Source: an optimization exercise on an open RTL-to-GDS flow (aim: small area). Production flows keep margins and buffers that such runs may drop.
At most, simulation tests tie the RTL to the original design; equivalence was not proved.
Power and IR drop assume default switching activity.

// floors_fall
module floors_fall (
    input  logic        pclk,
    input  logic        rst,
    input  logic        space_button,
    input  logic [37:0] video_in,
    input  logic [11:0] x_obj,
    input  logic [11:0] y_obj,
    input  logic [11:0] y_pos,
    output logic [37:0] video_out,
    output logic        floor_hit,
    output logic        start,
    output logic        ending,
    output logic [11:0] y_obj_out
);
Size: ~1500 cells after synthesis, roughly 160 flip-flops, about 130 I/O pins.
clock: 6.0 ns
lec_check: 0
abc_area: 1
cap_margin: 20
core_margin: 2
core_utilization: 70
slew_margin: 20
standard.sh (not shown) runs the stock make flow with config.mk's settings and CLKGATE_MAP_FILE= SYNTH_SCRIPT=/design/flow/synth_recipe.tcl, a recipe that flattens the netlist after the stock synthesis.
==> flow/flow/run.sh <==
#!/bin/bash
# Standard layout with three changes: the smallest buffer on the ports, a
# clock tree without dummy loads, and OpenROAD's restructure (area target)
# on the combinational logic between floorplan and placement.
set -euo pipefail
export BUFFER_PORTS_ARGS="-buffer_cell sky130_fd_sc_hd__buf_1"
export CTS_ARGS="-sink_clustering_enable -repair_clock_nets -buf_list sky130_fd_sc_hd__clkbuf_8 -dont_use_dummy_load"

bash standard.sh floorplan > standard_floorplan.log 2>&1

# restructure ignores set_dont_use, so hand it a library without those cells
export LIB_FULL=$FLOW_HOME/platforms/sky130hd/lib/sky130_fd_sc_hd__tt_025C_1v80.lib
export LIB_RESTRUCT=$PWD/restructure.lib
export RES_DIR=$PWD/orfs/results/sky130hd/floors_fall/base
export RS_WORK=$PWD/restructure_work
mkdir -p $RS_WORK
python3 flow/libfilter.py $LIB_FULL $LIB_RESTRUCT 'sky130_fd_sc_hd__lpflow_*' 'sky130_fd_sc_hd__probe*' > libfilter.log 2>&1
openroad -no_init -exit flow/restructure.tcl > restructure.log 2>&1

bash standard.sh > standard.log 2>&1
Other scripts of this flow, unchanged in this note and not shown: flow/flow/libfilter.py, flow/flow/restructure.tcl
Change:
--- a/flow/design.v
+++ b/flow/design.v
@@ -196,31 +196,31 @@
         yp1     <= y_pos;
     end
     logic [10:0] h1;
     logic [12:0] eh;
     logic        on_floor, hit_now, land1;
     logic [12:0] ex;
     logic [11:0] rgb, yoff, y_now;
     localparam logic [83:0] YOFF = {12'd401, 12'd251, 12'd101, 12'd4047,
                                     12'd3897, 12'd3747, 12'd3597};
     assign h1 = vid1[37:27];
-    assign eh = 13'({3'b000, h1[9:0]} - {3'b000, base_of(cp1), 1'b0});
+    assign eh = sub11({1'b0, h1[9:0]}, {base_of(cp1), 1'b0});
     assign on_floor = (cp1 != 3'd7) && (h1 != 11'd0) && !ge_c({2'b00, h1}, 13'd799) &&
                       !off_win(eh, cp1, cp1[0] ? a5 : cp1[1] ? a6 : a4, 13'd60);
     always_comb begin
         rgb = vid1[11:0];
         if (pl) begin
             if (sprite1)       rgb = game_pkg::OBJECT_COLOR;
             else if (on_floor) rgb = game_pkg::FLOOR_COLOR;
         end
     end
-    assign ex    = 13'({2'b00, x1} - {2'b00, base_of(cl1), 1'b0});
+    assign ex    = 13'($signed({2'b00, x1}) - $signed({2'b00, base_of(cl1), 1'b0}));
     assign land1 = (xbig1 || !off_win(ex, cl1, cl1[0] ? a5 : cl1[1] ? a6 : a4, 13'd23)) &&
                    (cl1 != 3'd7);
     always_comb begin
         yoff  = YOFF[12*cl1 +: 12];
         y_now = add_rip(yp1, yoff);
     end
     assign hit_now = land1 || f552_1;
     always_ff @(posedge pclk) begin
         if (rst) begin
             video_out <= '0;
What happened: Critical path depth stays the same; core utilization grows by 0.52 points; clock power grows by about 3%; worst setup slack gains 0.080 ns; design area shrinks by 0.35%; power shrinks by 1.4%; global-route usage grows by 1.2 points; synthesized cell count shrinks by 5.4%; final cell count grows by 2.0%; count of clock-buffer cells in the layout does not change; register-to-register slack loses 0.10 ns; wire length grows by 2.8%.
No functional check of the RTL was part of any run of this note.


The RTL this note starts from:
==> flow/design.v <==
`default_nettype none
package game_pkg;
    localparam logic [11:0] FLOOR_COLOR  = 12'h642;
    localparam logic [11:0] OBJECT_COLOR = 12'h81d;
endpackage
`default_nettype wire
`default_nettype none
module floors_fall (
    input  logic        pclk,
    input  logic        rst,
    input  logic        space_button,
    input  logic [37:0] video_in,
    input  logic [11:0] x_obj,
    input  logic [11:0] y_obj,
    input  logic [11:0] y_pos,
    output logic [37:0] video_out,
    output logic        floor_hit,
    output logic        start,
    output logic        ending,
    output logic [11:0] y_obj_out
);
    function automatic logic ge_c(input logic [12:0] x, input logic [12:0] c);
        logic r;
        r = 1'b1;
        for (int i = 0; i < 13; i++) r = c[i] ? (x[i] & r) : (x[i] | r);
        ge_c = r;
    endfunction
    function automatic logic le_c(input logic [12:0] x, input logic [12:0] c);
        logic r;
        r = 1'b1;
        for (int i = 0; i < 13; i++) r = c[i] ? (!x[i] | r) : (!x[i] & r);
        le_c = r;
    endfunction
    function automatic logic in_win(input logic [12:0] x, input logic [12:0] c,
                                    input logic [12:0] w);
        in_win = ge_c(x, c) && le_c(x, 13'(c + w));
    endfunction
    function automatic logic ge(input logic [12:0] a, input logic [12:0] b);
        logic c;
        c = 1'b1;
        for (int i = 0; i < 13; i++) c = (a[i] & !b[i]) | (c & (a[i] | !b[i]));
        ge = c;
    endfunction
    function automatic logic [12:0] sub11(input logic [10:0] a, input logic [10:0] b);
        logic c;
        c = 1'b1;
        for (int i = 0; i < 11; i++) begin
            sub11[i] = a[i] ^ !b[i] ^ c;
            c = (a[i] & !b[i]) | (c & (a[i] | !b[i]));
        end
        sub11[12:11] = {2{sub11[10]}};
    endfunction
    function automatic logic [11:0] add_rip(input logic [11:0] a, input logic [11:0] b);
        logic c;
        c = 1'b0;
        for (int i = 0; i < 12; i++) begin
            add_rip[i] = a[i] ^ b[i] ^ c;
            c = (a[i] & b[i]) | (c & (a[i] | b[i]));
        end
    endfunction
    function automatic logic [12:0] add_c(input logic [12:0] x, input logic [12:0] c);
        logic r;
        r = 1'b0;
        for (int i = 0; i < 13; i++) begin
            add_c[i] = x[i] ^ c[i] ^ r;
            r = c[i] ? (x[i] | r) : (x[i] & r);
        end
    endfunction
    function automatic logic ge_c9(input logic [8:0] x, input logic [8:0] c);
        ge_c9 = ge_c({4'b0, x}, {4'b0, c});
    endfunction
    function automatic logic [8:0] add9(input logic [8:0] x, input logic [8:0] c);
        logic r;
        r = 1'b0;
        for (int i = 0; i < 9; i++) begin
            add9[i] = x[i] ^ c[i] ^ r;
            r = (x[i] & c[i]) | (r & (x[i] | c[i]));
        end
    endfunction
    function automatic logic [8:0] step(input logic [8:0] x, input logic [8:0] s,
                                        input logic [8:0] m);
        logic       wr;
        logic [8:0] k;
        wr = ge_c9(x, 9'(m - s));
        for (int i = 0; i < 9; i++) k[i] = wr ? 9'(s - m) >> i & 1'b1 : s[i];
        step = add9(x, k);
    endfunction
    logic [10:0] h, v;
    assign h = video_in[37:27];
    assign v = video_in[26:16];
    logic [8:0] q0, q1;
    logic [7:0] q2, q3;
    logic       g_q, w_q;
    always_ff @(posedge pclk) begin
        g_q <= !rst && (y_pos[11:1] != 11'd0);
        w_q <= !rst && (y_pos[11:1] == 11'd0) && g_q;
        if (rst) begin
            q0 <= 9'd285; q1 <= 9'd150; q2 <= 8'd125; q3 <= 8'd57;
        end else if (w_q) begin
            q0 <= step(q0, 9'd25, 9'd370);
            q1 <= step(q1, 9'd125, 9'd370);
            q2 <= 8'(step({1'b0, q2}, 9'd160, 9'd185));
            q3 <= 8'(step({1'b0, q3}, 9'd165, 9'd185));
        end
    end
    logic a4, a5, a6;
    assign a4 = ge_c9(q0, 9'd60);             
    assign a5 = ge_c9(q1, 9'd88);             
    assign a6 = ge_c9({1'b0, q2}, 9'd160);    
    function automatic logic [8:0] base_of(input logic [2:0] cls);
        case (cls)
            3'd0, 3'd4: base_of = q0;
            3'd1, 3'd5: base_of = q1;
            3'd2, 3'd6: base_of = {q2, 1'b0};
            3'd3:       base_of = {q3, 1'b1};
            default:    base_of = 'x;
        endcase
    endfunction
    function automatic logic off_win(input logic [12:0] d, input logic [2:0] cls,
                                     input logic fl, input logic [12:0] w);
        case (cls)
            3'd0, 3'd1, 3'd2, 3'd3: off_win = in_win(d, 13'd0, w);
            3'd4:    off_win = fl ? in_win(d, 13'(-120), w) : in_win(d, 13'd620, w);
            3'd5:    off_win = fl ? in_win(d, 13'(-175), w) : in_win(d, 13'd565, w);
            3'd6:    off_win = fl ? in_win(d, 13'(-640), w) : in_win(d, 13'd100, w);
            default: off_win = 1'b0;
        endcase
    endfunction
    function automatic logic [2:0] enc(input logic [6:0] sel);
        enc = {sel[4] | sel[5] | sel[6], sel[2] | sel[3] | sel[6], sel[1] | sel[3] | sel[5]} |
              {3{~|sel}};
    endfunction
    localparam logic [83:0] C = {12'd450, 12'd300, 12'd150, 12'd0,
                                 12'd3946, 12'd3796, 12'd3646};
    logic [11:0] dv, dy;
    logic [12:0] foot;
    logic [6:0]  hi, pk, lk;
    assign dv   = {1'b0, v} - y_pos;
    assign dy   = y_obj - y_pos;
    assign foot = add_c({1'b0, y_obj}, 13'd48);
    logic hi_any, pk_ok, lk_ok;
    always_comb begin
        for (int k = 0; k < 7; k++)
            hi[k] = in_win({1'b0, y_pos}, {1'b0, 12'(12'd4076 - C[12*k +: 12])}, 13'd19);
    end
    assign hi_any = |hi;
    assign pk_ok  = !(hi_any && v < 11'd20);
    assign lk_ok  = !foot[12] || hi_any;
    always_comb begin
        for (int k = 0; k < 7; k++) begin
            pk[k] = in_win({1'b0, dv}, {1'b0, C[12*k +: 12]}, 13'd20) && pk_ok;
            lk[k] = in_win({1'b0, dy}, {1'b0, 12'(C[12*k +: 12] - 12'd48)}, 13'd20) && lk_ok;
        end
    end
    logic       sprite, f552;
    logic [2:0] cp, cl;
    assign cp  = enc(pk);
    assign cl  = enc(lk);
    assign sprite = ge({2'b00, h}, {1'b0, x_obj}) &&
                    !ge({2'b00, h}, add_c({1'b0, x_obj}, 13'd36)) &&
                    !ge({1'b0, y_obj}, {2'b00, v}) && ge(foot, {2'b00, v});
    assign f552 = (y_obj == 12'd552);
    logic pl, go, space_q, y1_q, play_now, go_now;
    assign play_now = !rst && (space_q || (pl && !y1_q));
    assign go_now   = !rst && !space_q && (y1_q || go);
    always_ff @(posedge pclk) begin
        pl      <= play_now;
        go      <= go_now;
        space_q <= !rst && space_button;
        y1_q    <= (y_obj == 12'd1);
        start   <= rst || (!pl && !go);
        ending  <= !rst && go;
    end
    logic [37:0] vid1;
    logic [2:0]  cp1, cl1;
    logic        sprite1, f552_1;
    logic [11:0] yp1;
    logic [9:0]  x1;
    logic        xbig1;
    always_ff @(posedge pclk) begin
        vid1    <= video_in;
        cp1     <= cp;
        sprite1 <= sprite;
        x1      <= x_obj[9:0];
        xbig1   <= |x_obj[11:10];
        cl1     <= cl;
        f552_1  <= f552;
        yp1     <= y_pos;
    end
    logic [10:0] h1;
    logic [12:0] eh;
    logic        on_floor, hit_now, land1;
    logic [12:0] ex;
    logic [11:0] rgb, yoff, y_now;
    localparam logic [83:0] YOFF = {12'd401, 12'd251, 12'd101, 12'd4047,
                                    12'd3897, 12'd3747, 12'd3597};
    assign h1 = vid1[37:27];
    assign eh = sub11({1'b0, h1[9:0]}, {base_of(cp1), 1'b0});
    assign on_floor = (cp1 != 3'd7) && (h1 != 11'd0) && !ge_c({2'b00, h1}, 13'd799) &&
                      !off_win(eh, cp1, cp1[0] ? a5 : cp1[1] ? a6 : a4, 13'd60);
    always_comb begin
        rgb = vid1[11:0];
        if (pl) begin
            if (sprite1)       rgb = game_pkg::OBJECT_COLOR;
            else if (on_floor) rgb = game_pkg::FLOOR_COLOR;
        end
    end
    assign ex    = {3'b000, x1} - {3'b000, base_of(cl1), 1'b0};
    assign land1 = (xbig1 || !off_win(ex, cl1, cl1[0] ? a5 : cl1[1] ? a6 : a4, 13'd23)) &&
                   (cl1 != 3'd7);
    always_comb begin
        yoff  = YOFF[12*cl1 +: 12];
        y_now = add_rip(yp1, yoff);
    end
    assign hit_now = land1 || f552_1;
    always_ff @(posedge pclk) begin
        if (rst) begin
            video_out <= '0;
            floor_hit <= 1'b0;
            y_obj_out <= '0;
        end else begin
            video_out <= {vid1[37:12], rgb};
            floor_hit <= hit_now;
            if (land1)       y_obj_out <= y_now;
            else if (f552_1) y_obj_out <= 12'd552;
        end
    end
endmodule
`default_nettype wire
export LEC_CHECK = 0
export ABC_AREA = 1
export CAP_MARGIN = 20
export CORE_MARGIN = 2
export CORE_UTILIZATION = 80
export SLEW_MARGIN = 20
create_clock -name core_clock -period 6.0 [get_ports {pclk}]
==> flow/flow/libfilter.py <==
#!/usr/bin/env python3
# Copy a liberty file without the named cells: libfilter.py IN OUT PATTERN...
import re, sys, fnmatch
src, dst, pats = sys.argv[1], sys.argv[2], sys.argv[3:]
text = open(src).read()
out = []
pos = 0
for m in re.finditer(r'\n(\s*)cell\s*\(\s*"?([A-Za-z0-9_]+)"?\s*\)\s*\{', text):
    if m.start() < pos:
        continue
    name = m.group(2)
    if not any(fnmatch.fnmatch(name, p) for p in pats):
        continue
    # find the matching closing brace
    depth = 0
    i = m.end() - 1
    while True:
        c = text[i]
        if c == '{':
            depth += 1
        elif c == '}':
            depth -= 1
            if depth == 0:
                break
        i += 1
    out.append(text[pos:m.start()])
    pos = i + 1
out.append(text[pos:])
open(dst, 'w').write(''.join(out))
==> flow/flow/restructure.tcl <==
# Area recovery on the synthesized logic after the standard floorplan:
# OpenROAD's restructure (ABC, area target) on the combinational logic.
# Registers, ports and the power grid are left as they are.
set res $::env(RES_DIR)
read_db $res/2_floorplan.odb
read_liberty $::env(LIB_FULL)
read_sdc $res/2_floorplan.sdc
source $::env(FLOW_HOME)/platforms/sky130hd/setRC.tcl
report_design_area
# two passes: the second still finds a little
foreach pass {1 2} {
    restructure -liberty_file $::env(LIB_RESTRUCT) -target area \
        -tielo_port sky130_fd_sc_hd__conb_1/LO -tiehi_port sky130_fd_sc_hd__conb_1/HI \
        -work_dir $::env(RS_WORK)
}
report_design_area
write_db $res/2_floorplan.odb
Scripts as last shown in full above: flow/flow/run.sh
Then changed:
--- a/flow/design.v
+++ b/flow/design.v
@@ -41,6 +41,14 @@
         for (int i = 0; i < 13; i++) c = (a[i] & !b[i]) | (c & (a[i] | !b[i]));
         ge = c;
     endfunction
+    function automatic logic [12:0] sub_rip(input logic [12:0] a, input logic [12:0] b);
+        logic c;
+        c = 1'b1;
+        for (int i = 0; i < 13; i++) begin
+            sub_rip[i] = a[i] ^ !b[i] ^ c;
+            c = (a[i] & !b[i]) | (c & (a[i] | !b[i]));
+        end
+    endfunction
     function automatic logic [12:0] sub11(input logic [10:0] a, input logic [10:0] b);
         logic c;
         c = 1'b1;
@@ -205,7 +213,7 @@
             else if (on_floor) rgb = game_pkg::FLOOR_COLOR;
         end
     end
-    assign ex    = {3'b000, x1} - {3'b000, base_of(cl1), 1'b0};
+    assign ex    = 13'({2'b00, x1} - {2'b00, base_of(cl1), 1'b0});
     assign land1 = (xbig1 || !off_win(ex, cl1, cl1[0] ? a5 : cl1[1] ? a6 : a4, 13'd23)) &&
                    (cl1 != 3'd7);
     always_comb begin
Outcome:
- wire length climbs by 6.7%
- global-route usage grows by 1.4 points
- register-to-register slack degrades by 60 ps
- final cell count went up by 0.54%
- total power went down by 1.1%
- final area stays flat
- worst hold slack is better by 10 ps


Another version of the RTL of floors_fall (not shown whole).
Size in the first run: roughly 160 flip-flops, ~130 I/O pins.
Design floors_fall, start of the top module:
module floors_fall (
    input  logic        pclk,
    input  logic        rst,
    input  logic        space_button,
    input  logic [37:0] video_in,
    input  logic [11:0] x_obj,
    input  logic [11:0] y_obj,
    input  logic [11:0] y_pos,
    output logic [37:0] video_out,
    output logic        floor_hit,
    output logic        start,
    output logic        ending,
    output logic [11:0] y_obj_out
);
    function automatic logic ge_c(input logic [12:0] x, input logic [12:0] c);
        logic r;
        r = 1'b1;
        for (int i = 0; i < 13; i++) r = c[i] ? (x[i] & r) : (x[i] | r);
        ge_c = r;
    endfunction
    function automatic logic le_c(input logic [12:0] x, input logic [12:0] c);
        logic r;
        r = 1'b1;
        for (int i = 0; i < 13; i++) r = c[i] ? (!x[i] | r) : (!x[i] & r);
        le_c = r;
    endfunction
    function automatic logic in_win(input logic [12:0] x, input logic [12:0] c,
                                    input logic [12:0] w);
        in_win = ge_c(x, c) && le_c(x, 13'(c + w));
    endfunction
    function automatic logic ge(input logic [12:0] a, input logic [12:0] b);
        logic c;
        c = 1'b1;
        for (int i = 0; i < 13; i++) c = (a[i] & !b[i]) | (c & (a[i] | !b[i]));
        ge = c;
    endfunction
    function automatic logic [12:0] sub_rip(input logic [12:0] a, input logic [12:0] b);
        logic c;
        c = 1'b1;
        for (int i = 0; i < 13; i++) begin
            sub_rip[i] = a[i] ^ !b[i] ^ c;
  ...
export LEC_CHECK = 0
export CAP_MARGIN = 20
export CORE_MARGIN = 2
export CORE_UTILIZATION = 70
export SLEW_MARGIN = 20
create_clock -name core_clock -period 6.0 [get_ports {pclk}]
==> flow/flow/restructure.tcl <==
# Area recovery on the synthesized logic after the standard floorplan:
# OpenROAD's restructure (ABC, area target) on the combinational logic.
# Registers, ports and the power grid are left as they are.
set res $::env(RES_DIR)
read_db $res/2_floorplan.odb
read_liberty $::env(LIB_FULL)
read_sdc $res/2_floorplan.sdc
source $::env(FLOW_HOME)/platforms/sky130hd/setRC.tcl
report_design_area
restructure -liberty_file $::env(LIB_RESTRUCT) -target area \
    -tielo_port sky130_fd_sc_hd__conb_1/LO -tiehi_port sky130_fd_sc_hd__conb_1/HI \
    -work_dir $::env(RS_WORK)
report_design_area
write_db $res/2_floorplan.odb
Scripts as last shown in full above: flow/flow/run.sh, flow/flow/libfilter.py
The starting point ran to the end with no violations.
Change:
--- a/flow/design.v
+++ b/flow/design.v
@@ -138,25 +138,31 @@
         enc = {sel[4] | sel[5] | sel[6], sel[2] | sel[3] | sel[6], sel[1] | sel[3] | sel[5]} |
               {3{~|sel}};
     endfunction
     localparam logic [83:0] C = {12'd450, 12'd300, 12'd150, 12'd0,
                                  12'd3946, 12'd3796, 12'd3646};
     logic [11:0] dv, dy;
     logic [12:0] foot;
     logic [6:0]  hi, pk, lk;
-    assign dv   = 12'(sub_rip({2'b00, v}, {1'b0, y_pos}));
-    assign dy   = 12'(sub_rip({1'b0, y_obj}, {1'b0, y_pos}));
+    assign dv   = {1'b0, v} - y_pos;
+    assign dy   = y_obj - y_pos;
     assign foot = add_c({1'b0, y_obj}, 13'd48);
+    logic hi_any, pk_ok, lk_ok;
+    always_comb begin
+        for (int k = 0; k < 7; k++)
+            hi[k] = in_win({1'b0, y_pos}, {1'b0, 12'(12'd4076 - C[12*k +: 12])}, 13'd19);
+    end
+    assign hi_any = |hi;
+    assign pk_ok  = !(hi_any && v < 11'd20);
+    assign lk_ok  = !foot[12] || hi_any;
     always_comb begin
         for (int k = 0; k < 7; k++) begin
-            hi[k] = in_win({1'b0, y_pos}, {1'b0, 12'(12'd4076 - C[12*k +: 12])}, 13'd19);
-            pk[k] = in_win({1'b0, dv}, {1'b0, C[12*k +: 12]}, 13'd20) && !hi[k];
-            lk[k] = in_win({1'b0, dy}, {1'b0, 12'(C[12*k +: 12] - 12'd48)}, 13'd20) &&
-                    (!foot[12] || hi[k]);
+            pk[k] = in_win({1'b0, dv}, {1'b0, C[12*k +: 12]}, 13'd20) && pk_ok;
+            lk[k] = in_win({1'b0, dy}, {1'b0, 12'(C[12*k +: 12] - 12'd48)}, 13'd20) && lk_ok;
         end
     end
     logic       sprite, f552;
     logic [2:0] cp, cl;
     assign cp  = enc(pk);
     assign cl  = enc(lk);
     assign sprite = ge({2'b00, h}, {1'b0, x_obj}) &&
                     !ge({2'b00, h}, add_c({1'b0, x_obj}, 13'd36)) &&
Result: Worst hold slack degrades by 20 ps; routed wire length went down by about 0.8%; first-iteration DRC count is lower by 1.1%; core utilization goes down by 8.0 points; non-clock buffer count went down by 31; combinational power goes up by 17%; setup slack improved by 220 ps; final area shrinks by about 2.8%; die area goes up by about 8%; final cell count went down by 3.1%; area after synthesis increases by 8.3%; clock skew grows by 5.9 ps; count of clock-buffer cells in the layout stays the same; fmax climbs by 4.1%.
Function was not checked in any run of this note: the RTL went through the layout flow alone.

-- what the ideal ports hide --
How much do the figures lean on ideal ports? The routed layouts below were timed once more, with nothing changed but the port constraints. Step 1: set_driving_cell puts a clkbuf_16 on pclk and a buf_2 on each other input, an assumption about the parent block. Step 2 times the ports against the registers' clock, not the clock port: input delays grow and output delays shrink by t, the midpoint of the rising clock arrivals with the driver on. Three values: ideal, step 1, step 2; two values: the first two.
run	shift t [ns]	setup slack, ns	worst setup path after step 2	slew at the worst register clock pin (ns)	worst slew at a driven data input, ns
the first run of note 1	0.477	0.515 / 0.530 / 0.054	input to register	0.09 / 0.09	0.06
the second run of note 1	0.490	0.595 / 0.595 / 0.323	input to register	0.11 / 0.11	0.04
the first run of note 2	0.493	0.567 / 0.584 / 0.091	input to register	0.10 / 0.10	0.05
the second run of note 2	0.504	0.614 / 0.614 / 0.327	input to register	0.11 / 0.11	0.05
the first run of note 3	0.479	0.476 / 0.497 / 0.018	input to register	0.09 / 0.09	0.05
the second run of note 3	0.486	0.694 / 0.694 / 0.618	input to register	0.10 / 0.10	0.04
After both steps setup and hold are still met in every run listed. The setup slack of the first run of note 2, which loses most, moves by +0.017 ns with the drivers and by -0.476 ns with both steps.
